This design comes from an exercise in tuning for a short achievable clock period and few clock cycles on the open sky130 flow, not from production work. No functional check of the RTL was part of any run shown here. Power is estimated from default activity; no workload was simulated.

**flow/design.v**
```verilog
package lc3b_pkg;
    typedef logic [15:0] lc3b_word;
    typedef logic [2:0] lc3b_reg;
    typedef logic [1:0] lc3b_mem_wmask;
    typedef logic [2:0] lc3b_nzp;
    typedef enum logic [3:0] {
        op_br  = 4'b0000,
        op_add = 4'b0001,
        op_ldb = 4'b0010,
        op_stb = 4'b0011,
        op_and = 4'b0101,
        op_ldr = 4'b0110,
        op_str = 4'b0111,
        op_not = 4'b1001
    } lc3b_opcode;
    typedef enum logic [1:0] {
        alu_add,
        alu_and,
        alu_not,
        alu_pass
    } lc3b_aluop;
endpackage
module lc3b_carry9
(
    input  logic [8:0] a,
    input  logic [8:0] b,
    output logic [9:0] cy
);
    logic [8:0] g [5];
    logic [8:0] p [5];
    assign g[0] = (a & b) | {8'd0, a[0] | b[0]};
    assign p[0] = a | b;
    for (genvar l = 1; l < 5; l++)
    begin : level
        for (genvar i = 0; i < 9; i++)
        begin : bit_
            if (i >= (1 << (l - 1)))
            begin : merge
                assign g[l][i] = g[l-1][i] | (p[l-1][i] & g[l-1][i - (1 << (l - 1))]);
                assign p[l][i] = p[l-1][i] & p[l-1][i - (1 << (l - 1))];
            end
            else
            begin : pass
                assign g[l][i] = g[l-1][i];
                assign p[l][i] = p[l-1][i];
            end
        end
    end
    assign cy = {g[4], 1'b1};
endmodule
module lc3b_alu
(
    input  logic [15:0] op_a,      
    input  logic [15:0] op_b,
    input  logic        e_add,
    input  logic        e_and,
    input  logic        e_not,
    input  logic        fa_d,      
    input  logic        fb_d,
    input  logic [15:0] r1,        
    input  logic [15:0] b_d,
    input  logic [2:0]  nzp,       
    output logic [15:0] alu,
    output logic [15:0] a_d,
    output logic [15:0] b_dn,
    output logic        z_e,
    output logic        p_e,
    output logic        tk_alu
);
    logic [15:0] g [5];
    logic [15:0] p [5];
    logic [15:0] cy, t, oth, x0, x1, tz, cz;
    assign g[0] = op_a & op_b;
    assign p[0] = op_a | op_b;
    for (genvar l = 1; l < 5; l++)
    begin : level
        for (genvar i = 0; i < 16; i++)
        begin : bit_
            if (i >= (1 << (l - 1)))
            begin : merge
                assign g[l][i] = g[l-1][i] | (p[l-1][i] & g[l-1][i - (1 << (l - 1))]);
                assign p[l][i] = p[l-1][i] & p[l-1][i - (1 << (l - 1))];
            end
            else
            begin : pass
                assign g[l][i] = g[l-1][i];
                assign p[l][i] = p[l-1][i];
            end
        end
    end
    assign cy   = {g[4][14:0], 1'b0};
    assign t    = op_a ^ op_b;
    assign oth  = e_and ? (op_a & op_b) : ~op_a;
    assign x0   = e_add ? t : oth;
    assign x1   = e_add ? ~t : oth;
    assign alu  = (cy & x1) | (~cy & x0);
    assign tz   = op_a ^ op_b;
    assign cz   = {op_a[14:0] | op_b[14:0], 1'b0};
    assign z_e  = (e_add & ~|(tz ^ cz)) | (e_and & ~|(op_a & op_b)) | (e_not & (&op_a));
    assign p_e  = ~alu[15] & ~z_e;
    assign a_d    = fa_d ? alu : r1;
    assign b_dn   = fb_d ? alu : b_d;
    assign tk_alu = alu[15] ? nzp[2] : z_e ? nzp[1] : nzp[0];
endmodule
module lc3b_pipeline
#(
    parameter logic [15:0] RESET_PC = 16'h0000
)
(
    input  logic        clk,
    input  logic        rst,
    output logic        imem_read,
    output logic [15:0] imem_address,
    input  logic        imem_resp,
    input  logic [15:0] imem_rdata,
    output logic        dmem_read,
    output logic        dmem_write,
    output logic [15:0] dmem_address,
    output logic [15:0] dmem_wdata,
    output logic [1:0]  dmem_byte_enable,
    input  logic        dmem_resp,
    input  logic [15:0] dmem_rdata
);
    function automatic logic [15:0] carries(input logic [15:0] a, input logic [15:0] b);
        logic [15:0] g, p;
        g = a & b;
        p = a | b;
        for (int d = 1; d < 16; d = d * 2)
        begin
            for (int i = 15; i >= d; i--)
            begin
                g[i] = g[i] | (p[i] & g[i-d]);
                p[i] = p[i] & p[i-d];
            end
        end
        carries = {g[14:0], 1'b0};
    endfunction
    function automatic logic [9:0] carries_ci9(input logic [8:0] a, input logic [8:0] b);
        logic [8:0] g, p;
        g = a & b;
        p = a | b;
        g[0] = g[0] | p[0];
        for (int d = 1; d < 9; d = d * 2)
        begin
            for (int i = 8; i >= d; i--)
            begin
                g[i] = g[i] | (p[i] & g[i-d]);
                p[i] = p[i] & p[i-d];
            end
        end
        carries_ci9 = {g, 1'b1};
    endfunction
    function automatic logic [5:0] inc6(input logic [5:0] x);
        logic c;
        c = 1'b1;
        for (int i = 0; i < 6; i++)
        begin
            inc6[i] = x[i] ^ c;
            c = c & x[i];
        end
    endfunction
    function automatic logic [5:0] dec6(input logic [5:0] x);
        logic b;
        b = 1'b1;
        for (int i = 0; i < 6; i++)
        begin
            dec6[i] = x[i] ^ b;
            b = b & ~x[i];
        end
    endfunction
    function automatic logic sum_zero(input logic [15:0] a, input logic [15:0] b);
        logic [15:0] t, c;
        t = a ^ b;
        c = {a[14:0] | b[14:0], 1'b0};
        sum_zero = ~|(t ^ c);
    endfunction
    function automatic logic [2:0] flags(input logic [15:0] v);
        flags = v[15] ? 3'b100 : (v == 16'h0000) ? 3'b010 : 3'b001;
    endfunction
    logic [15:0] pc_f;
    logic        ird;
    logic        d_v;
    logic [15:0] d_ir;
    logic [15:0] d_pc, d_pcn;
    logic [15:0] d_tgt;
    logic [8:0]  d_tlo;
    logic        d_c9, d_xr, d_cross;
    logic [5:0]  hi_inc, hi_dec;
    logic [15:0] d_imm;
    logic        d_dec;
    logic [7:0]  d_oh1;
    logic        e_decv;
    logic [2:0]  e_decf;
    logic        d_add, d_and, d_not, d_ld, d_st, d_byte, d_br, d_wen, d_use1, d_use2, d_pred;
    logic        e_v;
    logic        e_add, e_and, e_not;
    logic [15:0] e_a, e_b, e_sd;
    logic        e_fsd;
    logic        e_wen, e_load, e_store, e_byte, e_br, e_pred;
    logic [2:0]  e_dest;
    logic [2:0]  e_nzp;
    logic [15:0] e_alt, e_pc;
    logic        m_wen, m_load, m_store, m_byte, m_z, m_p, m_rd, m_wr;
    logic        e_brt, e_brn, e_tk;
    logic        tk_old, tk_alu, tk_d;
    logic [2:0]  m_dest;
    logic [15:0] m_res;
    logic [15:0] m_addr, m_addr_sh;
    logic [15:0] m_wdata, m_wdata_sh, wd_e;
    logic [1:0]  m_be, m_be_sh, be_e;
    logic [7:0][15:0] rf;
    logic [7:0]  rf_decz, rf_decn;       
    logic [2:0]  cc;
    logic        stall_m;
    logic [15:0] ld_data;
    logic [15:0] m_val;
    assign dmem_read        = m_rd;
    assign dmem_write       = m_wr;
    assign dmem_address     = m_addr;
    assign dmem_wdata       = m_wdata;
    assign dmem_byte_enable = m_be;
    assign stall_m = (m_load | m_store) & ~dmem_resp;
    assign ld_data = !m_byte ? dmem_rdata :
                     m_addr_sh[0] ? {8'h00, dmem_rdata[15:8]} : {8'h00, dmem_rdata[7:0]};
    assign m_val   = m_load ? ld_data : m_res;
    logic [15:0] op_a, op_b, alu, sd;
    logic        z_e;
    logic        e_redirect;
    assign op_a = e_a;
    assign op_b = e_b;
    assign sd   = e_fsd ? ld_data : e_sd;
    assign e_redirect = e_tk ? e_brn : e_brt;
    logic [2:0]  s1, s2, s3, dd;
    logic [15:0] r1, r3, ra1, ra2, ra3, b_d;
    logic        d_redirect, d_res, tk_early, d_want, dec_z, dec_n;
    logic [15:0] d_rtgt;
    logic        wl1, wl2, wl3, fa_d, fb_d, fsd_d;
    logic [15:0] a_d, b_dn;
    logic        lu_stall, d_go, d_free, d_lu, lu_f;
    assign s1 = d_ir[8:6];
    assign s2 = d_ir[2:0];
    assign s3 = d_ir[11:9];
    assign dd = d_ir[11:9];
    assign wl1 = m_load & (m_dest == s1);
    assign wl2 = m_load & (m_dest == s2);
    assign wl3 = m_load & (m_dest == s3);
    assign ra1 = (m_wen && m_dest == s1) ? m_res : rf[s1];
    assign ra2 = (m_wen && m_dest == s2) ? m_res : rf[s2];
    assign ra3 = (m_wen && m_dest == s3) ? m_res : rf[s3];
    assign r1  = wl1 ? ld_data : ra1;
    assign r3  = wl3 ? ld_data : ra3;
    assign b_d = (d_use2 & wl2) ? ld_data : d_use2 ? ra2 : d_imm;
    assign hi_inc = inc6(d_pc[15:10]);
    assign hi_dec = dec6(d_pc[15:10]);
    assign d_tgt  = {~d_xr ? d_pc[15:10] : d_c9 ? hi_inc : hi_dec, d_tlo, d_pc[0]};
    assign tk_old = ~m_wen ? |(d_ir[11:9] & cc) :
                    m_load ? |(d_ir[11:9] & flags(ld_data)) : |(d_ir[11:9] & {m_res[15], m_z, m_p});
    assign tk_d   = e_wen ? tk_alu : tk_old;
    assign d_res      = d_br & e_decv;
    assign tk_early   = |(d_ir[11:9] & e_decf);
    assign d_want     = d_res ? tk_early : d_pred;
    assign d_rtgt     = d_want ? d_tgt : d_pcn;
    assign d_redirect = d_v & ~e_redirect &
                        (d_res ? ((tk_early ^ d_pred) | (tk_early & d_cross)) : d_cross);
    assign dec_z  = |(rf_decz & d_oh1);
    assign dec_n  = |(rf_decn & d_oh1);
    assign fa_d   = e_wen & (e_dest == s1);
    assign fb_d   = d_use2 & e_wen & (e_dest == s2);
    assign fsd_d  = e_wen & (e_dest == s3);
    assign lu_stall = d_lu;
    assign d_go     = d_v & ~lu_stall;
    assign d_free   = ~d_v | d_go;
    logic        p_e;
    lc3b_alu u_alu
    (
        .op_a, .op_b, .e_add, .e_and, .e_not, .fa_d, .fb_d, .r1, .b_d,
        .nzp(d_ir[11:9]), .alu, .a_d, .b_dn, .z_e, .p_e, .tk_alu
    );
    logic [3:0]  f_op;
    logic [15:0] pcn_f, f_next;
    logic [8:0]  t_f;
    logic [9:0]  cy_f;
    logic        cross_f;
    logic [8:0]  lo0_f, lo1_f;
    logic [15:0] pc_alt, pc_replay;
    logic        pred_f, f_take0, f_take;
    assign imem_read    = ird;
    assign imem_address = pc_f;
    assign f_op         = imem_rdata[15:12];
    assign pcn_f        = pc_f + 16'd2;
    lc3b_carry9 u_cy_f (.a(pc_f[9:1]), .b(imem_rdata[8:0]), .cy(cy_f));
    assign t_f          = pc_f[9:1] ^ imem_rdata[8:0];
    assign cross_f      = cy_f[9] ^ imem_rdata[8];
    assign lo0_f        = pred_f ? t_f : pcn_f[9:1];
    assign lo1_f        = pred_f ? ~t_f : pcn_f[9:1];
    assign f_next       = {pred_f ? pc_f[15:10] : pcn_f[15:10],
                           (cy_f[8:0] & lo1_f) | (~cy_f[8:0] & lo0_f), pc_f[0]};
    assign pc_alt       = d_redirect ? d_rtgt : pc_f;
    assign pc_replay    = e_v ? e_pc : d_v ? d_pc : pc_f;
    assign pred_f       = (f_op == 4'b0000) & (imem_rdata[11:9] != 3'b000) &
                          (imem_rdata[8] | (imem_rdata[11:9] == 3'b111));
    assign f_take0      = imem_resp & d_free & ~d_redirect;
    assign f_take       = f_take0 & ~e_redirect;
    always_ff @(posedge clk)
    begin
        if (rst)
        begin
            pc_f <= RESET_PC;
            d_v  <= 1'b0;
        end
        else
        begin
            pc_f <= stall_m ? pc_replay : e_redirect ? e_alt : f_take0 ? f_next : pc_alt;
            if (stall_m)
                d_v <= 1'b0;
            else if (d_free | e_redirect)
                d_v <= f_take;
        end
    end
    always_ff @(posedge clk)
    begin
        ird <= ~rst;
    end
    assign lu_f = d_ld & ~stall_m & d_go & ~e_redirect &
                  ((((f_op == 4'b0001) | (f_op == 4'b0101) | (f_op == 4'b1001) | (f_op == 4'b0110) |
                     (f_op == 4'b0010) | (f_op == 4'b0111) | (f_op == 4'b0011)) & (imem_rdata[8:6] == dd)) |
                   (((f_op == 4'b0001) | (f_op == 4'b0101)) & ~imem_rdata[5] & (imem_rdata[2:0] == dd)) |
                   (f_op == 4'b0000));
    always_ff @(posedge clk)
    begin
        if (rst)
            d_lu <= 1'b0;
        else
            d_lu <= d_free & lu_f;
    end
    always_ff @(posedge clk)
    begin
        if (d_free)
        begin
            d_ir   <= imem_rdata;
            d_oh1  <= 8'd1 << imem_rdata[8:6];
            d_pc   <= pc_f;
            d_pcn  <= pcn_f;
            d_tlo  <= t_f ^ cy_f[8:0];
            d_c9   <= cy_f[9];
            d_xr   <= cross_f;
            d_cross <= pred_f & cross_f;
            d_pred <= pred_f;
            d_dec  <= (f_op == 4'b0001) & imem_rdata[5] & (imem_rdata[4:0] == 5'b11111);
            d_add  <= (f_op == 4'b0001) | (f_op == 4'b0110) | (f_op == 4'b0010) |
                      (f_op == 4'b0111) | (f_op == 4'b0011);
            d_and  <= (f_op == 4'b0101);
            d_not  <= (f_op == 4'b1001);
            d_ld   <= (f_op == 4'b0110) | (f_op == 4'b0010);
            d_st   <= (f_op == 4'b0111) | (f_op == 4'b0011);
            d_byte <= (f_op == 4'b0010) | (f_op == 4'b0011);
            d_br   <= (f_op == 4'b0000);
            d_wen  <= (f_op == 4'b0001) | (f_op == 4'b0101) | (f_op == 4'b1001) |
                      (f_op == 4'b0110) | (f_op == 4'b0010);
            d_use1 <= (f_op == 4'b0001) | (f_op == 4'b0101) | (f_op == 4'b1001) |
                      (f_op == 4'b0110) | (f_op == 4'b0010) | (f_op == 4'b0111) | (f_op == 4'b0011);
            d_use2 <= ((f_op == 4'b0001) | (f_op == 4'b0101)) & ~imem_rdata[5];
            if ((f_op == 4'b0001) | (f_op == 4'b0101))
                d_imm <= {{11{imem_rdata[4]}}, imem_rdata[4:0]};
            else if ((f_op == 4'b0110) | (f_op == 4'b0111))
                d_imm <= {{9{imem_rdata[5]}}, imem_rdata[5:0], 1'b0};
            else
                d_imm <= {{10{imem_rdata[5]}}, imem_rdata[5:0]};
        end
    end
    logic        e_new;
    assign e_new = ~stall_m & d_go & ~e_redirect;
    always_ff @(posedge clk)
    begin
        if (rst)
        begin
            e_v     <= 1'b0;
            e_wen   <= 1'b0;
            e_load  <= 1'b0;
            e_store <= 1'b0;
            e_br    <= 1'b0;
            e_brt   <= 1'b0;
            e_brn   <= 1'b0;
            e_decv  <= 1'b0;
        end
        else
        begin
            e_v     <= e_new;
            e_wen   <= e_new & d_wen;
            e_load  <= e_new & d_ld;
            e_store <= e_new & d_st;
            e_br    <= e_new & d_br;
            e_brt   <= e_new & d_br & d_want;
            e_brn   <= e_new & d_br & ~d_want;
            e_decv  <= e_new & d_dec & ~fa_d & ~(m_wen & (m_dest == s1));
        end
    end
    always_ff @(posedge clk)
    begin
        e_add  <= d_add;
        e_and  <= d_and;
        e_not  <= d_not;
        e_a    <= a_d;
        e_b    <= b_dn;
        e_sd   <= fsd_d ? alu : r3;
        e_fsd  <= fsd_d & e_load;
        e_byte <= d_byte;
        e_dest <= dd;
        e_nzp  <= d_ir[11:9];
        e_pred <= d_want;
        e_decf <= {dec_n, dec_z, ~dec_n & ~dec_z};
        e_tk   <= tk_d;
        e_alt  <= d_want ? d_pcn : d_tgt;
        e_pc   <= d_pc;
    end
    always_ff @(posedge clk)
    begin
        if (rst)
        begin
            m_wen   <= 1'b0;
            m_load  <= 1'b0;
            m_store <= 1'b0;
        end
        else if (!stall_m)
        begin
            m_wen   <= e_wen;
            m_load  <= e_load;
            m_store <= e_store;
        end
    end
    always_ff @(posedge clk)
    begin
        if (!stall_m)
        begin
            m_byte  <= e_byte;
            m_dest  <= e_dest;
            m_wdata_sh <= wd_e;
            m_be_sh    <= be_e;
        end
        if (!stall_m & (e_load | e_store))
            m_addr_sh <= alu;
    end
    assign wd_e = e_byte ? {sd[7:0], sd[7:0]} : sd;
    assign be_e = e_byte ? ((op_a[0] ^ op_b[0]) ? 2'b10 : 2'b01) : 2'b11;
    always_ff @(posedge clk)
    begin
        m_wdata <= ~stall_m ? wd_e : m_wdata_sh;
        m_be    <= ~stall_m ? be_e : m_be_sh;
        m_addr  <= (~stall_m & (e_load | e_store)) ? alu : m_addr_sh;
    end
    always_ff @(posedge clk)
    begin
        if (rst)
        begin
            m_rd <= 1'b0;
            m_wr <= 1'b0;
        end
        else
        begin
            m_rd <= stall_m ? m_load : e_load;
            m_wr <= stall_m ? m_store : e_store;
        end
    end
    always_ff @(posedge clk)
    begin
        m_res <= alu;
        m_z   <= z_e;
        m_p   <= p_e;
    end
    always_ff @(posedge clk)
    begin
        if (rst)
        begin
            for (int i = 0; i < 8; i++)
                rf[i] <= 16'h0000;
            rf_decz <= 8'h00;
            rf_decn <= 8'hff;
            cc <= 3'b000;
        end
        else if (m_wen)
        begin
            rf[m_dest] <= m_val;
            rf_decz[m_dest] <= (m_val == 16'h0001);
            rf_decn[m_dest] <= (m_val == 16'h0000) | (m_val[15] & (m_val != 16'h8000));
            cc         <= m_load ? flags(ld_data) : {m_res[15], m_z, m_p};
        end
    end
endmodule
```
**flow/flow/run.sh**
```bash
#!/bin/bash
# Standard layout with these changes: ports buffered with buf_4 instead of the
# smallest buffer; the resizer free to change a cell's footprint; adders left
# to ABC as plain logic instead of full/half-adder cells; and a few slow
# gates (majority, and the 3x2 AND-OR-invert that comes in one size) kept out of the
# combinational logic, on top of the platform's own don't-use list.
set -euo pipefail
PLATFORM_DONT_USE="sky130_fd_sc_hd__probe_p_8 sky130_fd_sc_hd__probec_p_8 sky130_fd_sc_hd__lpflow_bleeder_1 sky130_fd_sc_hd__lpflow_clkbufkapwr_1 sky130_fd_sc_hd__lpflow_clkbufkapwr_16 sky130_fd_sc_hd__lpflow_clkbufkapwr_2 sky130_fd_sc_hd__lpflow_clkbufkapwr_4 sky130_fd_sc_hd__lpflow_clkbufkapwr_8 sky130_fd_sc_hd__lpflow_clkinvkapwr_1 sky130_fd_sc_hd__lpflow_clkinvkapwr_16 sky130_fd_sc_hd__lpflow_clkinvkapwr_2 sky130_fd_sc_hd__lpflow_clkinvkapwr_4 sky130_fd_sc_hd__lpflow_clkinvkapwr_8 sky130_fd_sc_hd__lpflow_decapkapwr_12 sky130_fd_sc_hd__lpflow_decapkapwr_3 sky130_fd_sc_hd__lpflow_decapkapwr_4 sky130_fd_sc_hd__lpflow_decapkapwr_6 sky130_fd_sc_hd__lpflow_decapkapwr_8 sky130_fd_sc_hd__lpflow_inputiso0n_1 sky130_fd_sc_hd__lpflow_inputiso0p_1 sky130_fd_sc_hd__lpflow_inputiso1n_1 sky130_fd_sc_hd__lpflow_inputiso1p_1 sky130_fd_sc_hd__lpflow_inputisolatch_1 sky130_fd_sc_hd__lpflow_isobufsrc_1 sky130_fd_sc_hd__lpflow_isobufsrc_16 sky130_fd_sc_hd__lpflow_isobufsrc_2 sky130_fd_sc_hd__lpflow_isobufsrc_4 sky130_fd_sc_hd__lpflow_isobufsrc_8 sky130_fd_sc_hd__lpflow_isobufsrckapwr_16 sky130_fd_sc_hd__lpflow_lsbuf_lh_hl_isowell_tap_1 sky130_fd_sc_hd__lpflow_lsbuf_lh_hl_isowell_tap_2 sky130_fd_sc_hd__lpflow_lsbuf_lh_hl_isowell_tap_4 sky130_fd_sc_hd__lpflow_lsbuf_lh_isowell_4 sky130_fd_sc_hd__lpflow_lsbuf_lh_isowell_tap_1 sky130_fd_sc_hd__lpflow_lsbuf_lh_isowell_tap_2 sky130_fd_sc_hd__lpflow_lsbuf_lh_isowell_tap_4"
SLOW="sky130_fd_sc_hd__maj3_1 sky130_fd_sc_hd__maj3_2 sky130_fd_sc_hd__maj3_4 sky130_fd_sc_hd__a222oi_1"
bash standard.sh "BUFFER_PORTS_ARGS=-buffer_cell sky130_fd_sc_hd__buf_4" MATCH_CELL_FOOTPRINT=0 ADDER_MAP_FILE= \
    "DONT_USE_CELLS=$PLATFORM_DONT_USE $SLOW" finish > make_finish.log 2>&1
```
**flow/standard.sh**
```bash
#!/bin/bash
# synth_recipe.tcl (not shown) runs the flow's synth.tcl, then flattens the netlist and writes it again
# the make line also repeats each setting of config.mk as NAME=value (left out here)
make -C /OpenROAD-flow-scripts/flow DESIGN_CONFIG=/design/flow/config.mk WORK_HOME=/design/flow/orfs CLKGATE_MAP_FILE= SYNTH_SCRIPT=/design/flow/synth_recipe.tcl "${@:-finish}"
```
**flow/config.mk**
```make
export PLATFORM = sky130hd
export DESIGN_NAME = lc3b_pipeline
export DESIGN_NICKNAME = lc3b_pipeline
export VERILOG_FILES = /design/flow/design.v
export SDC_FILE = /design/flow/constraint.sdc
export NUM_CORES = 4
export LEC_CHECK = 0
export ABC_CLOCK_PERIOD_IN_PS = 2000
export CAP_MARGIN = 20
export CORE_MARGIN = 2
export CORE_UTILIZATION = 40
export SETUP_SLACK_MARGIN = 2.5
export SLEW_MARGIN = 20
export SYNTH_HIERARCHICAL = 1
export SYNTH_MINIMUM_KEEP_SIZE = 0
```
**flow/constraint.sdc**
```tcl
create_clock -name core_clock -period 4.5 [get_ports {clk}]
set_input_delay 0.9000 -clock core_clock [delete_from_list [all_inputs] [get_ports {clk}]]
set_output_delay 0.9000 -clock core_clock [all_outputs]
set_load 0.01 [all_outputs]
```
==> flow_metrics.env, run 1 <==
export IMPL_clock_root_buffer="clkbuf_16"
export IMPL_start_util_pct=40.3
export IMPL_peakVddDrop_mv=0.273
export IMPL_die_w_um=239
export IMPL_slew_viol_final=0
export IMPL_cts_tree="built"
export IMPL_fin_crit_ps=2790
export IMPL_post_dp_hpwl_um=46500
export IMPL_grt_overflow_total=0
export IMPL_stdcell_count=3265
export IMPL_arrival_ps=3240
export IMPL_io_pins=89
export IMPL_finalClockSkew_ps=38.6
export IMPL_place_gp_congestion=0.902
export IMPL_cts_buffers_inserted=46
export IMPL_hold_viol_final=0
export IMPL_drt_drc_violations_left=0
export IMPL_nets=2559
export IMPL_drive_above_1_share_pct=37.4
export IMPL_via_per_inst=6.16
export IMPL_antenna_found_initial=1
export IMPL_r2r_cells=10
export IMPL_grt_pass1_vias=18600
export IMPL_seqPwrFrac_pct=44.8
export IMPL_wire_per_inst_um=24.6
export IMPL_vias=20100
export IMPL_drt_antenna_violating_nets=0
export IMPL_dr_pass1_iters=5
export IMPL_worstPathRequired_ps=4940
export IMPL_tns_ps=0
export IMPL_start_kind="register"
export IMPL_finalCritPeriodShare_pct=62.1
export IMPL_p_sw_share_pct=27.0
export IMPL_num_rows=86
export IMPL_coreArea_mm2=0.0548
export IMPL_final_common_cell="nand2_1"
export IMPL_die_area_mm2=0.0570
export IMPL_dp_cells=2922
export IMPL_grt_first_pass_wirelength_um=114000
export IMPL_cts_sinks=417
export IMPL_end_kind="register"
export IMPL_netlist_area_mm2=0.0220
export IMPL_die_height_um=239
export IMPL_h_tree_depth=2
export IMPL_wl_um=80500
export IMPL_combPwrFrac_pct=14.1
export IMPL_slew_headroom_pct=31.8
export IMPL_maxCapViolCount=0
export IMPL_avgSynthCellArea_um2=9.68
export IMPL_power_total_uw=9320
export IMPL_pre_cts_slack_ps=1240
export IMPL_diodes=0
export IMPL_synth_async_reset_ratio_pct=0
export IMPL_fin_ws_ps=1710
export IMPL_ys_flop_type="dfxtp_1"
export IMPL_clk_pin_slew_ps=60
export IMPL_p_int_uw=6810
export IMPL_clockPowerShare_pct=41.1
export IMPL_max_stage_delay_ps=440
export IMPL_syn_inst=2279
export IMPL_grtUsageTotal_pct=26.3
export IMPL_setup_viol_count_final=0
export IMPL_outcome="complete, no violations"
export IMPL_port_buffers=88
export IMPL_max_freq_ghz=0.358
export IMPL_syn2layout_area_growth_pct=34.0
export IMPL_setup_worst_path_class="register to register"
export IMPL_seq_area_frac_synth_pct=43.1
export IMPL_netSwitchingPower_uw=2510
export IMPL_hold_slack_ps=343
export IMPL_drtIter0Drc=2170
export IMPL_synth_cell_types=101
export IMPL_yosys_warnings=13
export IMPL_clk_latency_ps=600
export IMPL_crit_chain="xor2_4 > inv_2 > o32a_1 > or4_4 > o21ai_4 > mux2_4 > nor2_4 > a221oi_2 > a21oi_1 > o41ai_2"
export IMPL_p_per_area_mw_per_mm2=315
export IMPL_critical_path_slowest_cell="or4_4"
export IMPL_synth_edf_count=116
export IMPL_hold_path_depth=0
export IMPL_rsz0062_at_grt="yes"
export IMPL_crit_fanout=7
export IMPL_p_leak_uw=0.0108
export IMPL_synth_seq_cells=417
export IMPL_grt_max_degree=107
export IMPL_final_cell_mix="nand2_1 (269), dfxtp_1 (247), buf_4 (234)"
export IMPL_clockBufferDepth=3
export IMPL_fillers=4583
export IMPL_hold_buffers=0
export IMPL_worst_slew_pin_slew_ps=1020
export IMPL_hold_path_class="register to register"
## routing by layer
layer	vias up	share of wire [%]	track usage, %
li1	8862	-	-
met1	9831	39	34.5
met2	1102	47	42.8
met3	302	8.9	4.24
met4	2	5.3	11.4
met5	-	0.016	0
## metrics by stage
| stage | cell area (um2) | utilization, % |
|---|---|---|
| 2_1_floorplan | 22700 | - |
| 3_3_place_gp | 23500 | 42.9 |
| 3_5_place_dp | 23500 | 42.9 |
| 4_1_cts | 27500 | 50.2 |
| 5_1_grt | 29500 | 54.0 |
| 6_report | 29500 | 54.0 |
## what timing repair did
action,CTS,global route
pin swaps,84,93
cloned,16,9
buffers inserted,130,102
setup endpoints to repair,343,254
gates resized for setup,309,262
## per-module statistics from Yosys (local to each module, per instance)
module,copies in the design,cells
lc3b_pipeline,1,1889
lc3b_carry9,1,43
lc3b_alu,1,347
## final cells by class
| cell class | count | area (um2) | area share [%] |
|---|---|---|---|
| clock inverter | 13 | 145 | 0.491 |
| clock buffer | 73 | 1370 | 4.65 |
| multi-input combinational | 1654 | 13700 | 46.4 |
| timing repair buffer | 370 | 3620 | 12.2 |
| sequential | 417 | 9670 | 32.7 |
| inverter | 34 | 151 | 0.512 |
| tap | 704 | 881 | 2.98 |
## logic make-up (layout without fill, tap and decap cells)
kind of cell              after synthesis  after routing  synth area share [%]
and+or+nand+nor                       742            753                  15.2
AOI/OAI and AO/OA                     573            574                  17.1
DFF                                   417            417                  43.1
muxes                                 230            230                  16.3
buffers and inverters                 220            490                  4.50
xor gates and xnor gates               96             96                  3.85
other                                   1              1                0.0170
## registers in the layout, summed over array words and instances (netlist names), 2 cells and up
register / cells
d_oh1: 8
d_pc: 15
m_addr: 16
m_addr_sh: 16
m_wdata: 16
rf: 128
pc_f: 16
m_res: 16
e_b: 16
e_dest: 3
e_a: 16
d_ir: 9
rf_decn: 8
e_sd: 16
e_alt: 15
d_imm: 7
m_be_sh: 2
m_dest: 3
d_pcn: 16
d_tlo: 9
cc: 3
e_pc: 16
e_decf: 3
rf_decz: 8
## critical path: cells and delay by family, from the launching register on
family	cells	cell delay, ps
AOI/OAI and AO/OA	5	1240
and+or+nand+nor	2	480
DFF	1	420
muxes	1	220
xor gates and xnor gates	1	210
buffers and inverters	1	60
## cells in the mapped netlist (5+ instances only)
master | n | area share, %
xnor2_1 | 58 | 2.3
and4_1 | 5 | 0.20
buf_2 | 35 | 0.79
edfxtp_1 | 116 | 16
and3_1 | 10 | 0.28
clkbuf_1 | 122 | 2.1
mux4_2 | 96 | 9.8
o2111ai_1 | 7 | 0.28
dfxtp_1 | 301 | 27
and2_1 | 17 | 0.48
nor2_1 | 242 | 4.1
nor3b_1 | 5 | 0.17
nor3_1 | 27 | 0.61
buf_6 | 11 | 0.56
a22oi_1 | 13 | 0.44
o221ai_1 | 9 | 0.36
a21oi_1 | 191 | 4.3
nand2_1 | 285 | 4.9
o22a_1 | 14 | 0.56
xor2_1 | 37 | 1.5
buf_4 | 5 | 0.17
a21o_1 | 7 | 0.24
o211ai_1 | 41 | 1.4
nor2b_1 | 13 | 0.37
a211oi_1 | 100 | 3.4
mux2_2 | 51 | 2.6
o21ai_2 | 10 | 0.40
a31oi_1 | 23 | 0.65
nor4_1 | 13 | 0.37
o22ai_1 | 12 | 0.34
nand2b_1 | 15 | 0.43
mux2i_1 | 78 | 3.5
inv_1 | 33 | 0.56
nand3_1 | 54 | 1.2
o21ai_0 | 87 | 2.0
or4_1 | 5 | 0.17
buf_1 | 11 | 0.19
nand4_1 | 18 | 0.51
## worst paths after layout
check / slack [ps] / end / start
max: 1710 / e_tk / e_a[12]
min: 340 / e_byte / d_byte
max reg2reg: 1710 / e_tk / e_a[12]
min reg2reg: 340 / e_byte / d_byte
## power groups by stage
stage	Sequential (uW)	Combinational, uW	Clock (uW)
final	4180	1320	3830
after floorplan	4190	642	0
after CTS	4160	1110	3850
after global placement	4270	843	0
after detailed placement	4270	852	0
after global routing	4190	1380	4010
==> run 2: changes to the inputs <==
--- a/flow/design.v
+++ b/flow/design.v
@@ -22,48 +22,8 @@
 endpackage
-module lc3b_carry9
+module lc3b_carry16
 (
-    input  logic [8:0] a,
-    input  logic [8:0] b,
-    output logic [9:0] cy
-);
-    logic [8:0] g [5];
-    logic [8:0] p [5];
-    assign g[0] = (a & b) | {8'd0, a[0] | b[0]};
-    assign p[0] = a | b;
-    for (genvar l = 1; l < 5; l++)
-    begin : level
-        for (genvar i = 0; i < 9; i++)
-        begin : bit_
-            if (i >= (1 << (l - 1)))
-            begin : merge
-                assign g[l][i] = g[l-1][i] | (p[l-1][i] & g[l-1][i - (1 << (l - 1))]);
-                assign p[l][i] = p[l-1][i] & p[l-1][i - (1 << (l - 1))];
-            end
-            else
-            begin : pass
-                assign g[l][i] = g[l-1][i];
-                assign p[l][i] = p[l-1][i];
-            end
-        end
-    end
-    assign cy = {g[4], 1'b1};
-endmodule
-module lc3b_alu
-(
-    input  logic [15:0] op_a,      
-    input  logic [15:0] op_b,
-    input  logic        e_add,
-    input  logic        e_and,
-    input  logic        e_not,
-    input  logic        fa_d,      
-    input  logic        fb_d,
-    input  logic [15:0] r1,        
-    input  logic [15:0] b_d,
-    input  logic [2:0]  nzp,       
-    output logic [15:0] alu,
-    output logic [15:0] a_d,
-    output logic [15:0] b_dn,
-    output logic        z_e,
-    output logic        p_e,
-    output logic        tk_alu
+    input  logic [15:0] a,
+    input  logic [15:0] b,
+    input  logic       ci,
+    output logic [16:0] cy
 );
@@ -71,5 +31,4 @@
     logic [15:0] p [5];
-    logic [15:0] cy, t, oth, x0, x1, tz, cz;
-    assign g[0] = op_a & op_b;
-    assign p[0] = op_a | op_b;
+    assign g[0] = (a & b) | {15'd0, (a[0] | b[0]) & ci};
+    assign p[0] = a | b;
     for (genvar l = 1; l < 5; l++)
@@ -90,15 +49,3 @@
     end
-    assign cy   = {g[4][14:0], 1'b0};
-    assign t    = op_a ^ op_b;
-    assign oth  = e_and ? (op_a & op_b) : ~op_a;
-    assign x0   = e_add ? t : oth;
-    assign x1   = e_add ? ~t : oth;
-    assign alu  = (cy & x1) | (~cy & x0);
-    assign tz   = op_a ^ op_b;
-    assign cz   = {op_a[14:0] | op_b[14:0], 1'b0};
-    assign z_e  = (e_add & ~|(tz ^ cz)) | (e_and & ~|(op_a & op_b)) | (e_not & (&op_a));
-    assign p_e  = ~alu[15] & ~z_e;
-    assign a_d    = fa_d ? alu : r1;
-    assign b_dn   = fb_d ? alu : b_d;
-    assign tk_alu = alu[15] ? nzp[2] : z_e ? nzp[1] : nzp[0];
+    assign cy = {g[4], ci};
 endmodule
@@ -180,2 +127,4 @@
     logic [15:0] pc_f;
+    logic [15:2] pc_hi;
+    logic        pc_1, pc1_en;
     logic        ird;
@@ -189,6 +138,2 @@
     logic [15:0] d_imm;
-    logic        d_dec;
-    logic [7:0]  d_oh1;
-    logic        e_decv;
-    logic [2:0]  e_decf;
     logic        d_add, d_and, d_not, d_ld, d_st, d_byte, d_br, d_wen, d_use1, d_use2, d_pred;
@@ -211,3 +156,2 @@
     logic [7:0][15:0] rf;
-    logic [7:0]  rf_decz, rf_decn;       
     logic [2:0]  cc;
@@ -225,3 +169,3 @@
     assign m_val   = m_load ? ld_data : m_res;
-    logic [15:0] op_a, op_b, alu, sd;
+    logic [15:0] op_a, op_b, cy, t, oth, x0, x1, alu, sd;
     logic        z_e;
@@ -230,2 +174,11 @@
     assign op_b = e_b;
+    logic [16:0] cy17;
+    lc3b_carry16 u_cy (.a(op_a), .b(op_b), .ci(1'b0), .cy(cy17));
+    assign cy   = cy17[15:0];
+    assign t    = op_a ^ op_b;
+    assign oth  = e_and ? (op_a & op_b) : ~op_a;
+    assign x0   = e_add ? t : oth;
+    assign x1   = e_add ? ~t : oth;
+    assign alu  = (cy & x1) | (~cy & x0);
+    assign z_e  = (e_add & sum_zero(op_a, op_b)) | (e_and & ~|(op_a & op_b)) | (e_not & (&op_a));
     assign sd   = e_fsd ? ld_data : e_sd;
@@ -234,4 +187,3 @@
     logic [15:0] r1, r3, ra1, ra2, ra3, b_d;
-    logic        d_redirect, d_res, tk_early, d_want, dec_z, dec_n;
-    logic [15:0] d_rtgt;
+    logic        d_redirect;
     logic        wl1, wl2, wl3, fa_d, fb_d, fsd_d;
@@ -257,11 +209,5 @@
                     m_load ? |(d_ir[11:9] & flags(ld_data)) : |(d_ir[11:9] & {m_res[15], m_z, m_p});
+    assign tk_alu = alu[15] ? d_ir[11] : z_e ? d_ir[10] : d_ir[9];
     assign tk_d   = e_wen ? tk_alu : tk_old;
-    assign d_res      = d_br & e_decv;
-    assign tk_early   = |(d_ir[11:9] & e_decf);
-    assign d_want     = d_res ? tk_early : d_pred;
-    assign d_rtgt     = d_want ? d_tgt : d_pcn;
-    assign d_redirect = d_v & ~e_redirect &
-                        (d_res ? ((tk_early ^ d_pred) | (tk_early & d_cross)) : d_cross);
-    assign dec_z  = |(rf_decz & d_oh1);
-    assign dec_n  = |(rf_decn & d_oh1);
+    assign d_redirect = d_v & d_cross & ~e_redirect;
     assign fa_d   = e_wen & (e_dest == s1);
@@ -269,2 +215,4 @@
     assign fsd_d  = e_wen & (e_dest == s3);
+    assign a_d    = fa_d ? alu : r1;
+    assign b_dn   = fb_d ? alu : b_d;
     assign lu_stall = d_lu;
@@ -272,8 +220,2 @@
     assign d_free   = ~d_v | d_go;
-    logic        p_e;
-    lc3b_alu u_alu
-    (
-        .op_a, .op_b, .e_add, .e_and, .e_not, .fa_d, .fb_d, .r1, .b_d,
-        .nzp(d_ir[11:9]), .alu, .a_d, .b_dn, .z_e, .p_e, .tk_alu
-    );
     logic [3:0]  f_op;
@@ -284,4 +226,6 @@
     logic [8:0]  lo0_f, lo1_f;
+    logic [15:0] pcq0, pcq1, pc_n;
     logic [15:0] pc_alt, pc_replay;
     logic        pred_f, f_take0, f_take;
+    assign pc_f         = {pc_hi, pc_1, RESET_PC[0]};
     assign imem_read    = ird;
@@ -290,3 +234,3 @@
     assign pcn_f        = pc_f + 16'd2;
-    lc3b_carry9 u_cy_f (.a(pc_f[9:1]), .b(imem_rdata[8:0]), .cy(cy_f));
+    assign cy_f         = carries_ci9(pc_f[9:1], imem_rdata[8:0]);
     assign t_f          = pc_f[9:1] ^ imem_rdata[8:0];
@@ -297,3 +241,8 @@
                            (cy_f[8:0] & lo1_f) | (~cy_f[8:0] & lo0_f), pc_f[0]};
-    assign pc_alt       = d_redirect ? d_rtgt : pc_f;
+    assign pcq0 = stall_m ? pc_replay : e_redirect ? e_alt :
+                  f_take0 ? {f_next[15:10], lo0_f, f_next[0]} : pc_alt;
+    assign pcq1 = stall_m ? pc_replay : e_redirect ? e_alt :
+                  f_take0 ? {f_next[15:10], lo1_f, f_next[0]} : pc_alt;
+    assign pc_n = {pcq0[15:10], (cy_f[8:1] & pcq1[9:2]) | (~cy_f[8:1] & pcq0[9:2]), pcq1[1], pcq0[0]};
+    assign pc_alt       = d_redirect ? d_tgt : pc_f;
     assign pc_replay    = e_v ? e_pc : d_v ? d_pc : pc_f;
@@ -307,4 +256,4 @@
         begin
-            pc_f <= RESET_PC;
-            d_v  <= 1'b0;
+            pc_hi <= RESET_PC[15:2];
+            d_v   <= 1'b0;
         end
@@ -312,3 +261,3 @@
         begin
-            pc_f <= stall_m ? pc_replay : e_redirect ? e_alt : f_take0 ? f_next : pc_alt;
+            pc_hi <= pc_n[15:2];
             if (stall_m)
@@ -319,2 +268,11 @@
     end
+    assign pc1_en = stall_m ? (e_v | d_v) : (e_redirect | f_take0 | d_redirect);
+    always_ff @(posedge clk)
+    begin
+        if (rst)
+            pc_1 <= RESET_PC[1];
+        else if (pc1_en)
+            pc_1 <= stall_m ? (e_v ? e_pc[1] : d_pc[1]) : e_redirect ? e_alt[1] :
+                    f_take0 ? f_next[1] : d_tgt[1];
+    end
     always_ff @(posedge clk)
@@ -340,3 +298,2 @@
             d_ir   <= imem_rdata;
-            d_oh1  <= 8'd1 << imem_rdata[8:6];
             d_pc   <= pc_f;
@@ -348,3 +305,2 @@
             d_pred <= pred_f;
-            d_dec  <= (f_op == 4'b0001) & imem_rdata[5] & (imem_rdata[4:0] == 5'b11111);
             d_add  <= (f_op == 4'b0001) | (f_op == 4'b0110) | (f_op == 4'b0010) |
@@ -383,3 +339,2 @@
             e_brn   <= 1'b0;
-            e_decv  <= 1'b0;
         end
@@ -392,5 +347,4 @@
             e_br    <= e_new & d_br;
-            e_brt   <= e_new & d_br & d_want;
-            e_brn   <= e_new & d_br & ~d_want;
-            e_decv  <= e_new & d_dec & ~fa_d & ~(m_wen & (m_dest == s1));
+            e_brt   <= e_new & d_br & d_pred;
+            e_brn   <= e_new & d_br & ~d_pred;
         end
@@ -409,6 +363,5 @@
         e_nzp  <= d_ir[11:9];
-        e_pred <= d_want;
-        e_decf <= {dec_n, dec_z, ~dec_n & ~dec_z};
+        e_pred <= d_pred;
         e_tk   <= tk_d;
-        e_alt  <= d_want ? d_pcn : d_tgt;
+        e_alt  <= d_pred ? d_pcn : d_tgt;
         e_pc   <= d_pc;
@@ -467,3 +420,3 @@
         m_z   <= z_e;
-        m_p   <= p_e;
+        m_p   <= ~alu[15] & ~z_e;
     end
@@ -475,4 +428,2 @@
                 rf[i] <= 16'h0000;
-            rf_decz <= 8'h00;
-            rf_decn <= 8'hff;
             cc <= 3'b000;
@@ -482,4 +433,2 @@
             rf[m_dest] <= m_val;
-            rf_decz[m_dest] <= (m_val == 16'h0001);
-            rf_decn[m_dest] <= (m_val == 16'h0000) | (m_val[15] & (m_val != 16'h8000));
             cc         <= m_load ? flags(ld_data) : {m_res[15], m_z, m_p};
==> flow/flow/run.sh (replaced) <==
#!/bin/bash
# Standard layout with these changes: ports buffered with buf_4 instead of the
# smallest buffer; the resizer free to change a cell's footprint; adders left
# to ABC as plain logic instead of full/half-adder cells; and a few slow
# gates (majority, 3x2 AND-OR, and the 3- and 4-high stacks) kept out of the
# combinational logic, on top of the platform's own don't-use list.
set -euo pipefail
PLATFORM_DONT_USE="sky130_fd_sc_hd__probe_p_8 sky130_fd_sc_hd__probec_p_8 sky130_fd_sc_hd__lpflow_bleeder_1 sky130_fd_sc_hd__lpflow_clkbufkapwr_1 sky130_fd_sc_hd__lpflow_clkbufkapwr_16 sky130_fd_sc_hd__lpflow_clkbufkapwr_2 sky130_fd_sc_hd__lpflow_clkbufkapwr_4 sky130_fd_sc_hd__lpflow_clkbufkapwr_8 sky130_fd_sc_hd__lpflow_clkinvkapwr_1 sky130_fd_sc_hd__lpflow_clkinvkapwr_16 sky130_fd_sc_hd__lpflow_clkinvkapwr_2 sky130_fd_sc_hd__lpflow_clkinvkapwr_4 sky130_fd_sc_hd__lpflow_clkinvkapwr_8 sky130_fd_sc_hd__lpflow_decapkapwr_12 sky130_fd_sc_hd__lpflow_decapkapwr_3 sky130_fd_sc_hd__lpflow_decapkapwr_4 sky130_fd_sc_hd__lpflow_decapkapwr_6 sky130_fd_sc_hd__lpflow_decapkapwr_8 sky130_fd_sc_hd__lpflow_inputiso0n_1 sky130_fd_sc_hd__lpflow_inputiso0p_1 sky130_fd_sc_hd__lpflow_inputiso1n_1 sky130_fd_sc_hd__lpflow_inputiso1p_1 sky130_fd_sc_hd__lpflow_inputisolatch_1 sky130_fd_sc_hd__lpflow_isobufsrc_1 sky130_fd_sc_hd__lpflow_isobufsrc_16 sky130_fd_sc_hd__lpflow_isobufsrc_2 sky130_fd_sc_hd__lpflow_isobufsrc_4 sky130_fd_sc_hd__lpflow_isobufsrc_8 sky130_fd_sc_hd__lpflow_isobufsrckapwr_16 sky130_fd_sc_hd__lpflow_lsbuf_lh_hl_isowell_tap_1 sky130_fd_sc_hd__lpflow_lsbuf_lh_hl_isowell_tap_2 sky130_fd_sc_hd__lpflow_lsbuf_lh_hl_isowell_tap_4 sky130_fd_sc_hd__lpflow_lsbuf_lh_isowell_4 sky130_fd_sc_hd__lpflow_lsbuf_lh_isowell_tap_1 sky130_fd_sc_hd__lpflow_lsbuf_lh_isowell_tap_2 sky130_fd_sc_hd__lpflow_lsbuf_lh_isowell_tap_4"
SLOW="sky130_fd_sc_hd__a2111o_1 sky130_fd_sc_hd__a2111o_2 sky130_fd_sc_hd__a2111o_4 sky130_fd_sc_hd__a2111oi_0 sky130_fd_sc_hd__a2111oi_1 sky130_fd_sc_hd__a2111oi_2 sky130_fd_sc_hd__a2111oi_4 sky130_fd_sc_hd__a222oi_1 sky130_fd_sc_hd__a311o_1 sky130_fd_sc_hd__a311o_2 sky130_fd_sc_hd__a311o_4 sky130_fd_sc_hd__a311oi_1 sky130_fd_sc_hd__a311oi_2 sky130_fd_sc_hd__a311oi_4 sky130_fd_sc_hd__a41o_1 sky130_fd_sc_hd__a41o_2 sky130_fd_sc_hd__a41o_4 sky130_fd_sc_hd__a41oi_1 sky130_fd_sc_hd__a41oi_2 sky130_fd_sc_hd__a41oi_4 sky130_fd_sc_hd__maj3_1 sky130_fd_sc_hd__maj3_2 sky130_fd_sc_hd__maj3_4 sky130_fd_sc_hd__o2111a_1 sky130_fd_sc_hd__o2111a_2 sky130_fd_sc_hd__o2111a_4 sky130_fd_sc_hd__o2111ai_1 sky130_fd_sc_hd__o2111ai_2 sky130_fd_sc_hd__o2111ai_4 sky130_fd_sc_hd__o311a_1 sky130_fd_sc_hd__o311a_2 sky130_fd_sc_hd__o311a_4 sky130_fd_sc_hd__o311ai_0 sky130_fd_sc_hd__o311ai_1 sky130_fd_sc_hd__o311ai_2 sky130_fd_sc_hd__o311ai_4 sky130_fd_sc_hd__o41a_1 sky130_fd_sc_hd__o41a_2 sky130_fd_sc_hd__o41a_4 sky130_fd_sc_hd__o41ai_1 sky130_fd_sc_hd__o41ai_2 sky130_fd_sc_hd__o41ai_4 "
bash standard.sh "BUFFER_PORTS_ARGS=-buffer_cell sky130_fd_sc_hd__buf_4" MATCH_CELL_FOOTPRINT=0 ADDER_MAP_FILE= \
    "DONT_USE_CELLS=$PLATFORM_DONT_USE $SLOW" finish > make_finish.log 2>&1
==> run 2 against run 1 <==
Effect of this change: still clean; sequential share of layout area increased by 1.1 points; fmax up 7.8%; utilization down 1.4 points; largest cell class unchanged.
==> flow_metrics.env, run 2 <==
export IMPL_outcome="complete, no violations"
export IMPL_antenna_found_initial=0
export IMPL_place_gp_congestion=0.909
export IMPL_cts_buffers_inserted=42
export IMPL_r2r_slack_ps=1910
export IMPL_wl_um=69600
export IMPL_clock_root_buffer="clkbuf_16"
export IMPL_max_freq_ghz=0.386
export IMPL_min_from="d_byte"
export IMPL_cts_tree="built"
export IMPL_hold_path_depth=0
export IMPL_io_pins=89
export IMPL_start_kind="register"
export IMPL_netlist_area_mm2=0.0201
export IMPL_syn_inst=2112
export IMPL_largest_reg_flops=128
export IMPL_reg2reg_to="e_tk"
export IMPL_peakVddDrop_mv=0.336
export IMPL_dr_pass1_iters=5
export IMPL_final_cell_mix="nand2_1 (332), dfxtp_1 (242), buf_4 (221)"
export IMPL_drtIter0Drc=1687
export IMPL_slew_viol_final=0
export IMPL_fillers=4297
export IMPL_clk_latency_ps=570
export IMPL_finalClockSkew_ps=32.6
export IMPL_p_leak_uw=0.00979
export IMPL_grt_overflow_total=0
export IMPL_cts_sinks=385
export IMPL_final_common_cell="nand2_1"
export IMPL_yosys_warnings=10
export IMPL_maxCapViolCount=0
export IMPL_grt_pass1_vias=16900
export IMPL_die_area_mm2=0.0520
export IMPL_end_kind="register"
export IMPL_r2r_cells=14
export IMPL_coreArea_mm2=0.0499
export IMPL_grt_first_pass_wirelength_um=104000
export IMPL_start_util_pct=40.3
export IMPL_placed_cell_area_mm2=0.0215
export IMPL_hold_buffers=0
export IMPL_num_rows=82
export IMPL_seqCellArea_mm2=0.00888
export IMPL_die_w_um=228
export IMPL_drt_drc_violations_left=0
export IMPL_regMostFlops="rf"
export IMPL_multi_input_area_mm2=0.0119
export IMPL_arrival_ps=3050
export IMPL_r2r_start="e_a[4]"
export IMPL_grt_max_degree=75
export IMPL_finalCritPeriodShare_pct=57.6
export IMPL_hold_path_class="register to register"
export IMPL_drt_antenna_violating_nets=0
export IMPL_tns_ps=0
export IMPL_hold_viol_final=0
export IMPL_wire_per_inst_um=23.1
export IMPL_syn2layout_area_growth_pct=30.4
export IMPL_avgSynthCellArea_um2=9.51
export IMPL_crit_fanout=6
export IMPL_clk_pin_slew_ps=60
export IMPL_worstPathRequired_ps=4960
export IMPL_via_per_inst=5.84
export IMPL_setup_worst_path_class="register to register"
export IMPL_p_per_area_mw_per_mm2=318
export IMPL_slew_headroom_pct=36.5
export IMPL_setup_viol_count_final=0
export IMPL_die_height_um=228
export IMPL_diodes=0
export IMPL_vias=17600
export IMPL_drive_above_1_share_pct=33.0
export IMPL_worst_slew_pin_slew_ps=952
export IMPL_rsz0062_at_grt="yes"
export IMPL_fin_crit_ps=2590
export IMPL_min_to="e_byte"
export IMPL_grtUsageTotal_pct=25.8
export IMPL_post_dp_hpwl_um=42000
export IMPL_hold_slack_ps=340
export IMPL_clockBufferDepth=3
export IMPL_nets=2350
export IMPL_h_tree_depth=2
export IMPL_fin_area_mm2=0.0262
export IMPL_port_buffers=87
-- run 2: critical path: stages, from the launching register on --
cell and delay, ps:
dfxtp_4 390, a31o_4 200, a31oi_4 90, o31ai_4 330
a221oi_2 120, nor3_2 280, o21ai_1 120, a21oi_2 220
xnor2_2 160, nand2_1 100, o21ai_2 100, inv_2 100
nand2_2 80, o211ai_2 80, o21a_1 120
-- run 2: power breakdown --
part	total (uW)	switching (uW)	internal (uW)
Combinational	1050	593	453
Clock	3530	1460	2060
Sequential	3770	109	3670
Total	8350	2160	6180
-- run 2: what timing repair did --
item	in CTS	in global routing
gates cloned	16	2
buffers inserted	131	44
pin swaps	74	86
resized for setup	310	122
setup endpoints to repair	294	261
hold endpoints to repair	0	0
-- run 2: how the worst max path moves through the flow --
| stage | from | end | slack [ps] | cells after the start |
|---|---|---|---|---|
| 3_5_place_dp | dmem_resp | pc_hi[15] | 1510 | 8 |
| 2_1_floorplan | imem_rdata[0] | pc_hi[9] | 2050 | 9 |
| 3_3_place_gp | m_dest[2] | e_sd[11] | 1530 | 7 |
| 4_1_cts | e_a[4] | e_tk | 1940 | 14 |
| 6_report | e_a[4] | e_tk | 1910 | 14 |
| 5_1_grt | e_a[4] | e_tk | 1790 | 14 |
-- run 2: layer usage --
metal / GRT usage [%] / up-vias / routed length, um / part of all wire [%]
met1: 34.6 / 8574 / 28600 / 41
met4: 10.3 / 0 / 3050 / 4.4
li1: - / 8046 / - / -
met3: 4.55 / 172 / 5770 / 8.3
met5: 0 / - / 0 / 0
met2: 41.5 / 851 / 32200 / 46
-- run 2: cell type report --
type | instances | area share (%)
Tap cell | 672 | 3.21
Inverter | 36 | 0.592
Multi-Input combinational cell | 1535 | 45.4
Clock buffer | 56 | 4.45
Sequential cell | 385 | 33.9
Timing Repair Buffer | 314 | 11.6
Clock inverter | 21 | 0.893
-- run 2: metrics by stage --
stage / utilization (%) / power (uW) / setup WS [ps] / cells
3_3_place_gp: 43.0 / 4570 / 1530 / 2748
5_1_grt: 52.6 / 8590 / 1790 / 3019
2_1_floorplan: - / 4320 / 2050 / 2115
4_1_cts: 50.8 / 8270 / 1940 / 2973
6_report: 52.6 / 8350 / 1910 / 3019
3_5_place_dp: 43.0 / 4570 / 1510 / 2749
==> run 3: changes to the inputs <==
--- a/flow/design.v
+++ b/flow/design.v
@@ -22,31 +22,2 @@
 endpackage
-module lc3b_carry16
-(
-    input  logic [15:0] a,
-    input  logic [15:0] b,
-    input  logic       ci,
-    output logic [16:0] cy
-);
-    logic [15:0] g [5];
-    logic [15:0] p [5];
-    assign g[0] = (a & b) | {15'd0, (a[0] | b[0]) & ci};
-    assign p[0] = a | b;
-    for (genvar l = 1; l < 5; l++)
-    begin : level
-        for (genvar i = 0; i < 16; i++)
-        begin : bit_
-            if (i >= (1 << (l - 1)))
-            begin : merge
-                assign g[l][i] = g[l-1][i] | (p[l-1][i] & g[l-1][i - (1 << (l - 1))]);
-                assign p[l][i] = p[l-1][i] & p[l-1][i - (1 << (l - 1))];
-            end
-            else
-            begin : pass
-                assign g[l][i] = g[l-1][i];
-                assign p[l][i] = p[l-1][i];
-            end
-        end
-    end
-    assign cy = {g[4], ci};
-endmodule
 module lc3b_pipeline
@@ -174,5 +145,3 @@
     assign op_b = e_b;
-    logic [16:0] cy17;
-    lc3b_carry16 u_cy (.a(op_a), .b(op_b), .ci(1'b0), .cy(cy17));
-    assign cy   = cy17[15:0];
+    assign cy   = carries(op_a, op_b);
     assign t    = op_a ^ op_b;
--- a/flow/config.mk
+++ b/flow/config.mk
@@ -13,3 +13 @@
 export SLEW_MARGIN = 20
-export SYNTH_HIERARCHICAL = 1
-export SYNTH_MINIMUM_KEEP_SIZE = 0
==> run 3 against run 2 <==
Effect of this change: still clean; sequential share of layout area down 0.48 points; final area is 1.5% higher; utilization up 0.67 points; clock power decreased by 5%; non-clock buffer count rose by 26; critical path depth down 3; worst setup slack got worse by 17 ps; critical path type unchanged; largest cell class unchanged.
==> flow_metrics.env, run 3 <==
export IMPL_yosysTopAreaCell="dfxtp_1"
export IMPL_r2r_cells=11
export IMPL_slew_viol_final=0
export IMPL_yosys_top_cells_area="dfxtp_1 (28%), edfxtp_1 (16%), mux4_2 (11%)"
export IMPL_place_gp_congestion=0.889
export IMPL_antenna_found_initial=1
export IMPL_power_total_uw=8200
export IMPL_fin_crit_ps=2610
export IMPL_worstPathRequired_ps=4920
export IMPL_num_rows=82
export IMPL_largest_reg_flops=128
export IMPL_end_kind="register"
export IMPL_clk_latency_ps=560
export IMPL_drt_antenna_violating_nets=0
export IMPL_dr_pass1_iters=7
export IMPL_setup_viol_count_final=0
export IMPL_die_height_um=228
export IMPL_wire_per_inst_um=23.6
export IMPL_clockBufferDepth=3
export IMPL_final_common_cell="nand2_1"
export IMPL_grtUsageTotal_pct=25.5
export IMPL_clk_pin_slew_ps=60
export IMPL_slew_headroom_pct=33.0
export IMPL_seq_area_frac_synth_pct=43.5
export IMPL_cts_sinks=385
export IMPL_arrival_ps=3020
export IMPL_avgSynthCellArea_um2=9.65
export IMPL_synth_async_reset_ratio_pct=0
export IMPL_start_util_pct=40.3
export IMPL_h_tree_depth=2
export IMPL_crit_fanout=5
export IMPL_syn2layout_area_growth_pct=32.1
export IMPL_fillers=4295
export IMPL_grt_pass1_vias=16500
export IMPL_wl_um=71100
export IMPL_p_per_area_mw_per_mm2=308
export IMPL_tns_ps=0
export IMPL_drtIter0Drc=2098
export IMPL_placed_cell_area_mm2=0.0215
export IMPL_die_area_mm2=0.0521
export IMPL_coreArea_mm2=0.0500
export IMPL_worst_slew_pin_slew_ps=1010
export IMPL_yosys_warnings=1
export IMPL_synth_common_cells="nand2_1 (335), dfxtp_1 (279), nor2_1 (163)"
export IMPL_maxCapViolCount=0
export IMPL_cts_buffers_inserted=41
export IMPL_syn_inst=2087
export IMPL_finalCritPeriodShare_pct=58.0
export IMPL_grt_overflow_total=0
export IMPL_io_pins=89
export IMPL_grt_max_degree=77
export IMPL_netlist_area_mm2=0.0201
export IMPL_synth_cell_types=83
export IMPL_outcome="complete, no violations"
export IMPL_drive_above_1_share_pct=34.4
export IMPL_final_cell_mix="nand2_1 (313), dfxtp_1 (239), buf_4 (229)"
export IMPL_max_freq_ghz=0.383
export IMPL_hold_path_class="register to register"
export IMPL_p_leak_uw=0.00995
export IMPL_hold_path_depth=0
export IMPL_cts_tree="built"
export IMPL_r2r_slack_ps=1890
export IMPL_vias=17800
export IMPL_setup_worst_path_class="register to register"
export IMPL_peakVddDrop_mv=0.219
export IMPL_via_per_inst=5.92
export IMPL_start_kind="register"
export IMPL_hold_viol_final=0
export IMPL_ys_flop_type="dfxtp_1"
export IMPL_grt_first_pass_wirelength_um=103000
export IMPL_finalClockSkew_ps=27.4
export IMPL_drt_drc_violations_left=0
export IMPL_synth_seq_cells=385
export IMPL_synth_edf_count=106
export IMPL_yosys_cell_count_top_type="nand2_1"
export IMPL_port_buffers=87
export IMPL_regMostFlops="rf"
export IMPL_clock_root_buffer="clkbuf_16"
export IMPL_rsz0062_at_grt="yes"
export IMPL_post_dp_hpwl_um=41000
export IMPL_nets=2340
export IMPL_diodes=0
export IMPL_fin_area_mm2=0.0266
export IMPL_die_w_um=228
export IMPL_yosys_area_top_type_share_pct=27.7
[run 3: final timing paths]
kind          start  endpoint
max          e_a[0]   e_a[15]
min          d_byte    e_byte
max reg2reg  e_a[0]   e_a[15]
min reg2reg  d_byte    e_byte
[run 3: routing by layer]
metal / GRT usage [%] / vias up / part of all wire [%]
li1: - / 8015 / -
met1: 33.4 / 8648 / 40
met2: 42.0 / 924 / 47
met3: 4.10 / 235 / 7.9
met4: 10.7 / 2 / 5.1
met5: 0 / - / 0.018
[run 3: stage by stage]
step                setup slack [ps]  util (%)  hold WS (ps)  instances
floorplan                       1800         -           323       2087
finish                          1890      53.2           344       3009
global route                    1820      53.2           348       3009
CTS                             1880      51.0           342       2960
global placement                1220      43.0           331       2705
detailed placement              1180      43.1           327       2706
[run 3: critical path, stage by stage, from the launching register on]
cell      delay, ps
dfxtp_4         360
a22oi_4         250
o211ai_2        120
o211ai_2        300
a21oi_2         140
o31a_1          370
a211oi_2        230
nor3_4           70
buf_6           140
mux2i_4         270
buf_4           170
o21ai_2          50
[run 3: repair_timing]
item,CTS,global route
cloned,21,7
resized for setup,296,157
setup buffers,157,42
pin swaps,78,90
hold buffers,0,0
setup endpoints to repair,362,221
[run 3: layout make-up]
cell class / count / area [um2] / area share [%]
clock inverter: 17 / 115 / 0.433
sequential: 385 / 8880 / 33.4
inverter: 34 / 149 / 0.560
clock buffer: 59 / 1200 / 4.50
timing repair buffer: 340 / 3370 / 12.7
timing repair inverter: 1 / 6.26 / 0.0235
tap: 672 / 841 / 3.16
multi-input combinational: 1501 / 12000 / 45.2
[run 3: cells by family after synthesis]
group | share of synthesized area, %
flip-flops | 43.5
XOR/XNOR | 4.25
other | 0.0186
multiplexers | 17.6
AO/OA/AOI/OAI | 16.2
AND/OR/NAND/NOR | 14.2
buffers and inverters | 4.28
[run 3: power by group]
| part | total, uW | internal (uW) | leakage (uW) | switching, uW |
|---|---|---|---|---|
| clock | 3340 | 1910 | 0.000653 | 1420 |
| sequential | 3780 | 3670 | 0.00348 | 110 |
| combinational | 1080 | 476 | 0.00582 | 604 |
==> run 4: changes to the inputs <==
--- a/flow/design.v
+++ b/flow/design.v
@@ -98,4 +98,2 @@
     logic [15:0] pc_f;
-    logic [15:2] pc_hi;
-    logic        pc_1, pc1_en;
     logic        ird;
@@ -198,3 +196,2 @@
     logic        pred_f, f_take0, f_take;
-    assign pc_f         = {pc_hi, pc_1, RESET_PC[0]};
     assign imem_read    = ird;
@@ -225,4 +222,4 @@
         begin
-            pc_hi <= RESET_PC[15:2];
-            d_v   <= 1'b0;
+            pc_f <= RESET_PC;
+            d_v  <= 1'b0;
         end
@@ -230,3 +227,3 @@
         begin
-            pc_hi <= pc_n[15:2];
+            pc_f <= pc_n;
             if (stall_m)
@@ -237,11 +234,2 @@
     end
-    assign pc1_en = stall_m ? (e_v | d_v) : (e_redirect | f_take0 | d_redirect);
-    always_ff @(posedge clk)
-    begin
-        if (rst)
-            pc_1 <= RESET_PC[1];
-        else if (pc1_en)
-            pc_1 <= stall_m ? (e_v ? e_pc[1] : d_pc[1]) : e_redirect ? e_alt[1] :
-                    f_take0 ? f_next[1] : d_tgt[1];
-    end
     always_ff @(posedge clk)
==> flow/flow/run.sh (replaced) <==
#!/bin/bash
# Standard layout; ports buffered with buf_4 instead of the smallest buffer,
# and the resizer free to change a cell's footprint.
set -euo pipefail
bash standard.sh "BUFFER_PORTS_ARGS=-buffer_cell sky130_fd_sc_hd__buf_4" MATCH_CELL_FOOTPRINT=0 finish > make_finish.log 2>&1
==> run 4 against run 3 <==
Effect of this change: largest power group unchanged; highest routed layer is now met4; cell count up 2.5%; clock power grew 11%; worst setup slack got worse by 24 ps; routed wire length rose by 12%; fmax down 0.91%; sequential power is essentially flat; critical path type unchanged; critical path depth rose by 4; combinational power grew 31%.
==> flow_metrics.env, run 4 <==
export IMPL_seqCellArea_mm2=0.00896
export IMPL_num_rows=82
export IMPL_clock_root_buffer="clkbuf_16"
export IMPL_synth_edf_count=107
export IMPL_syn2layout_area_growth_pct=43.4
export IMPL_max_freq_ghz=0.380
export IMPL_avgSynthCellArea_um2=9.96
export IMPL_use_met1_pct=35.9
export IMPL_arrival_ps=3140
export IMPL_setup_worst_path_class="register to register"
export IMPL_peakVddDrop_mv=0.204
export IMPL_combPwrFrac_pct=15.9
export IMPL_outcome="complete, no violations"
export IMPL_grt_overflow_total=0
export IMPL_yosys_warnings=1
export IMPL_hold_viol_final=0
export IMPL_clockPowerShare_pct=41.5
export IMPL_gr_max_usage_layer="met2"
export IMPL_crit_fanout=4
export IMPL_grt_max_degree=133
export IMPL_clockBufferDepth=3
export IMPL_drive_above_1_share_pct=41.6
export IMPL_ys_flop_type="dfxtp_1"
export IMPL_via_per_inst=6.13
export IMPL_die_w_um=230
export IMPL_netlist_area_mm2=0.0204
export IMPL_fillers=3973
export IMPL_start_kind="register"
export IMPL_cts_tree="built"
export IMPL_clk_pin_slew_ps=60
export IMPL_post_dp_hpwl_um=46900
export IMPL_regMostFlops="rf"
export IMPL_cts_sinks=389
export IMPL_maxCapViolCount=0
export IMPL_grtUsageTotal_pct=28.4
export IMPL_seq_area_frac_synth_pct=43.3
export IMPL_p_sw_share_pct=26.9
export IMPL_synth_async_reset_ratio_pct=0
export IMPL_io_pins=89
export IMPL_synth_cell_types=73
export IMPL_grt_first_pass_wirelength_um=114000
export IMPL_yosys_cell_count_top_type="dfxtp_1"
export IMPL_p_int_uw=6530
export IMPL_die_height_um=230
export IMPL_vias=18900
export IMPL_power_total_uw=8920
export IMPL_r2r_slack_ps=1870
export IMPL_slew_viol_final=0
export IMPL_clk_latency_ps=600
export IMPL_antenna_found_initial=0
export IMPL_end_kind="register"
export IMPL_yosys_top_cells_area="dfxtp_1 (28%), edfxtp_1 (16%), mux4_2 (11%)"
export IMPL_coreArea_mm2=0.0503
export IMPL_finalCritPeriodShare_pct=58.5
export IMPL_rsz0062_at_grt="yes"
export IMPL_synth_seq_cells=389
export IMPL_drt_drc_violations_left=0
export IMPL_hold_buffers=0
export IMPL_place_gp_congestion=1.03
export IMPL_seqPwrFrac_pct=42.6
export IMPL_die_area_mm2=0.0529
export IMPL_cts_buffers_inserted=43
export IMPL_met3_usage_pct=7.28
export IMPL_largest_reg_flops=128
export IMPL_grt_use_met2_pct=43.7
export IMPL_dr_pass1_iters=7
export IMPL_hold_path_class="register to register"
export IMPL_fin_util_pct=58.3
export IMPL_h_tree_depth=2
export IMPL_final_cell_mix="dfxtp_1 (245), buf_4 (238), nor2_1 (213)"
export IMPL_stdcell_count=3084
export IMPL_slew_headroom_pct=32.8
export IMPL_nets=2471
export IMPL_synth_common_cells="dfxtp_1 (282), nor2_1 (232), nand2_1 (167)"
export IMPL_start_util_pct=40.7
export IMPL_port_buffers=88
export IMPL_drtIter0Drc=1947
export IMPL_hold_slack_ps=342
export IMPL_worst_slew_pin_slew_ps=1010
export IMPL_grt_pass1_vias=18300
export IMPL_finalClockSkew_ps=28.4
export IMPL_netSwitchingPower_uw=2400
export IMPL_yosys_area_top_type_share_pct=27.6
export IMPL_tns_ps=0
export IMPL_dp_cells=2696
export IMPL_final_common_cell="dfxtp_1"
export IMPL_yosysTopAreaCell="dfxtp_1"
export IMPL_setup_viol_count_final=0
export IMPL_drt_antenna_violating_nets=0
export IMPL_p_leak_uw=0.0114
export IMPL_syn_inst=2052
export IMPL_p_per_area_mw_per_mm2=304
export IMPL_wl_um=79800
export IMPL_wire_per_inst_um=25.9
export IMPL_multi_input_area_mm2=0.0130
export IMPL_fin_crit_ps=2630
export IMPL_worstPathRequired_ps=5010
export IMPL_diodes=0
-- run 4: cell count changes after synthesis, moves of 12 or more --
| cell | previous run | this run |
|---|---|---|
| buf_2 | 36 | 17 |
| nand3_1 | 27 | 15 |
| ha_1 | 0 | 56 |
| nor3_1 | 23 | 37 |
| o21ai_0 | 135 | 148 |
| a211oi_1 | 77 | 17 |
| a22oi_1 | 6 | 128 |
| nor4_1 | 5 | 20 |
| inv_1 | 31 | 94 |
| a21oi_1 | 143 | 65 |
| nand2_1 | 335 | 167 |
| nor2_1 | 163 | 232 |
-- run 4: cells by family (layout without fill, tap and decap cells) --
group	after synthesis	in the layout	synth area share (%)
AND/OR/NAND/NOR	555	562	11.9
AO/OA/AOI/OAI	499	499	16.2
flip-flops	389	389	43.3
buffers and inverters	250	603	4.73
multiplexers	219	219	16.7
XOR/XNOR	83	83	3.56
adder cells (fa/ha/maj)	57	57	3.53
-- run 4: what timing repair did --
action	in CTS	in global routing
gates cloned	14	9
setup endpoints to repair	330	286
pin swaps	136	172
setup buffers	207	79
resized for setup	461	233
-- run 4: cell type report --
type	count	area share [%]
multi-input combinational	1420	44.4
inverter	97	1.50
timing repair buffer	426	15.6
clock inverter	15	0.670
sequential	389	30.6
tap	672	2.87
timing repair inverter	1	0.0299
clock buffer	64	4.29
-- run 4: worst paths after layout --
| check | endpoint | from | cells past startpoint |
|---|---|---|---|
| max reg2reg | rf[116] | m_dest[1] | 15 |
| max | rf[116] | m_dest[1] | 15 |
| min | e_byte | d_byte | 0 |
| min reg2reg | e_byte | d_byte | 0 |
-- run 4: per-stage QoR --
stage                     setup WS (ps)  area [um2]
after floorplan                    1850       21200
after global placement             1080       22200
after detailed placement           1010       22200
after CTS                          1870       27600
after global routing               1790       29300
final                              1870       29300
-- run 4: power groups by stage --
stage                     Combinational [uW]  Clock (uW)  Sequential, uW
after detailed placement                 853           0            3890
after global routing                    1470        3870            3810
after CTS                               1220        3710            3800
final                                   1420        3700            3800
after global placement                   845           0            3890
after floorplan                          588           0            3840
-- run 4: layer usage --
layer / vias up / share of wire [%]
met3: 321 / 10
met2: 1178 / 45
li1: 8185 / -
met4: 0 / 7.1
met1: 9209 / 38
met5: - / 0
-- run 4: critical path, stage by stage (launching register included) --
cell      delay [ps]
edfxtp_1         410
buf_6            140
buf_6            120
inv_4             60
ha_4             130
ha_4             160
clkinv_4          50
ha_4             230
buf_12           130
buf_12           120
a211oi_4         290
buf_6            150
inv_4             30
nor3_4           260
a22oi_1          140
nor2_1           110

## afterwards: timing with drivers on the ports
No port has a modelled driver above. Below, the same layouts with a new extraction and two added sets of constraints.
Step 1: set_driving_cell puts a clkbuf_16 on clk and a buf_2 on each other input, an assumption about the parent block.
Step 2 times the ports against the registers' clock, not the clock port: input delays grow and output delays shrink by t, the midpoint of the rising clock arrivals with the driver on.
Slacks: ideal ports / drivers / drivers and shift; pairs: ideal ports / drivers.
| run | t, ns | slack for setup (ns) |
|---|---|---|
| run 1 | 0.642 | 1.705 / 1.705 / 1.534 |
| run 2 | 0.615 | 1.909 / 1.909 / 1.706 |
| run 3 | 0.606 | 1.891 / 1.891 / 1.567 |
| run 4 | 0.645 | 1.867 / 1.867 / 1.493 |
After both steps setup and hold are still met in every run listed.
